This is an optimization exercise on Yosys and OpenROAD, whose aim is small area, not a production implementation.
Function was checked by simulation only, so behaviour that the tests miss may differ from the original.
No driver is modelled on the clock port, so clock power and skew are understated where the tree is cut down; a real chip needs a root buffer or a tree.
Power figures rest on the tool's default switching activity, not on a simulated workload.

Design analogizer_top, start of the top module:
module analogizer_top (
	input  logic       i_clk,
	input  logic       i_rst,
	input  logic       i_ena,
	input  logic [1:0] i_video_mode,
	input  logic [7:0] i_r,
	input  logic [7:0] i_g,
	input  logic [7:0] i_b,
	input  logic       i_hsync,
	input  logic       i_vsync,
	input  logic       i_csync,
	input  logic       i_blank_n,
	input  logic       i_ce_pix,
	input  logic       i_poll_req,
	input  logic [7:4] i_bank0_in,
	output logic       o_poll_ack,
	output logic       o_busy,
	output logic [15:0] o_p1_buttons,
	output logic [15:0] o_p2_buttons,
	output logic [7:0] o_bank1_out,
	output logic [7:0] o_bank2_out,
	output logic [7:0] o_bank3_out,
	output logic       o_bank1_dir,
	output logic       o_bank2_dir,
	output logic       o_bank3_dir
);
export LEC_CHECK = 0
export CAP_MARGIN = 20
export CORE_MARGIN = 2
export CORE_UTILIZATION = 40
export SLEW_MARGIN = 20
export SYNTH_HIERARCHICAL = 1
create_clock -name core_clock -period 10.0 [get_ports {i_clk}]
standard.sh (not shown) runs the stock make flow with config.mk's settings and CLKGATE_MAP_FILE= SYNTH_SCRIPT=/design/flow/synth_recipe.tcl, a recipe that flattens the netlist after the stock synthesis.
==> flow/flow/run.sh <==
#!/bin/bash
# The standard layout, with the smallest buffer on every port and a clock
# tree built by hand (flow/manual_cts.tcl) in place of TritonCTS. Each tool's
# output is in the ORFS logs under orfs/logs; make's own output is in flow.log.
set -euo pipefail
export BUFFER_PORTS_ARGS="-buffer_cell sky130_fd_sc_hd__buf_1"
export PRE_CTS_TCL="$PWD/flow/manual_cts.tcl"
export CLK_TREE_N=8
export CLK_ROOT_BUF=sky130_fd_sc_hd__clkbuf_8
export CLK_TREE_BUF=sky130_fd_sc_hd__clkbuf_8
bash standard.sh > flow.log 2>&1
==> flow/flow/manual_cts.tcl <==
# Hand-built clock tree: the clock port drives a root buffer (CLK_ROOT_BUF), or
# with none the leaf buffers directly; CLK_TREE_N leaf buffers (CLK_TREE_BUF)
# each drive one balanced cluster of the clock sinks (recursive median
# bisection of the placed sinks). TritonCTS is then skipped.
set ntree [expr {[info exists ::env(CLK_TREE_N)] ? $::env(CLK_TREE_N) : 4}]
set bufname [expr {[info exists ::env(CLK_TREE_BUF)] ? $::env(CLK_TREE_BUF) : "sky130_fd_sc_hd__clkbuf_16"}]

set block [ord::get_db_block]
set db [ord::get_db]
set clk [$block findNet i_clk]
set master [$db findMaster $bufname]

set sinks {}
foreach it [$clk getITerms] {
  set inst [$it getInst]
  set loc [$inst getLocation]
  lappend sinks [list [lindex $loc 0] [lindex $loc 1] $it]
}
puts "manual clock tree: [llength $sinks] sinks, $ntree x $bufname"

proc split_sinks { items n axis } {
  if { $n <= 1 } { return [list $items] }
  set sorted [lsort -integer -index $axis $items]
  set n1 [expr {$n / 2}]
  set k [expr {([llength $sorted] * $n1) / $n}]
  set a [lrange $sorted 0 [expr {$k - 1}]]
  set b [lrange $sorted $k end]
  set next [expr {1 - $axis}]
  return [concat [split_sinks $a $n1 $next] [split_sinks $b [expr {$n - $n1}] $next]]
}

set clusters [split_sinks $sinks $ntree 0]
set src $clk
if { [info exists ::env(CLK_ROOT_BUF)] && $::env(CLK_ROOT_BUF) != "" } {
  set root [odb::dbInst_create $block [$db findMaster $::env(CLK_ROOT_BUF)] "clkbuf_manual_root"]
  set src [odb::dbNet_create $block "clknet_manual_root"]
  $src setSigType CLOCK
  [$root findITerm A] connect $clk
  [$root findITerm X] connect $src
  set sx 0; set sy 0
  foreach s $sinks { incr sx [lindex $s 0]; incr sy [lindex $s 1] }
  $root setLocation [expr {$sx / [llength $sinks]}] [expr {$sy / [llength $sinks]}]
  $root setPlacementStatus PLACED
  puts "  root buffer $::env(CLK_ROOT_BUF)"
}
set i 0
foreach cl $clusters {
  set sx 0; set sy 0
  foreach s $cl { incr sx [lindex $s 0]; incr sy [lindex $s 1] }
  set cx [expr {$sx / [llength $cl]}]
  set cy [expr {$sy / [llength $cl]}]
  set buf [odb::dbInst_create $block $master "clkbuf_manual_$i"]
  set net [odb::dbNet_create $block "clknet_manual_$i"]
  $net setSigType CLOCK
  [$buf findITerm A] connect $src
  [$buf findITerm X] connect $net
  foreach s $cl {
    set it [lindex $s 2]
    $it disconnect
    $it connect $net
  }
  $buf setLocation $cx $cy
  $buf setPlacementStatus PLACED
  puts "  cluster $i: [llength $cl] sinks, buffer at $cx $cy"
  incr i
}

set_propagated_clock [all_clocks]

proc clock_tree_synthesis { args } {
  puts "clock_tree_synthesis skipped: the clock tree was built by hand"
}
==> next run, changes <==
--- a/flow/flow/run.sh
+++ b/flow/flow/run.sh
@@ -6,5 +6,5 @@
 export BUFFER_PORTS_ARGS="-buffer_cell sky130_fd_sc_hd__buf_1"
 export PRE_CTS_TCL="$PWD/flow/manual_cts.tcl"
-export CLK_TREE_N=8
+export CLK_TREE_N=10
 export CLK_ROOT_BUF=sky130_fd_sc_hd__clkbuf_8
 export CLK_TREE_BUF=sky130_fd_sc_hd__clkbuf_8
- The new run finished clean
- wire length grows by 0.34%
- global-route usage hardly moves
- worst setup slack improved by 23 ps
- power grows by 0.88%
- first-iteration DRC count shrinks by 17%
In every run of this note, the design's own scripts or RTL, not TritonCTS, make the clock network.

==> static timing again, ports no longer ideal <==
How much do the figures lean on ideal ports? The routed layouts below were timed once more, with nothing changed but the port constraints. Step 1 assumes that a clkbuf_16 drives the clock port and a buf_2 every other input. Step 2 adds t to the input delays and takes it off the output delays; t is the mean of the earliest and latest rising clock arrival at the registers after step 1. Input paths then give back, and output paths get back, about the clock's delay inside the block. a / b / c = ideal / step 1 / step 2; a / b = the first two.
run	shift t [ns]	setup slack, ns	worst setup path at the end	clock arrival spread, ns	pins driven straight from the clock port
the first run	0.431	3.546 / 3.546 / 3.546	register to register	0.017 / 0.017	1
the second run	0.450	3.569 / 3.569 / 3.569	register to register	0.012 / 0.012	1
After both steps every run listed still meets setup and hold.
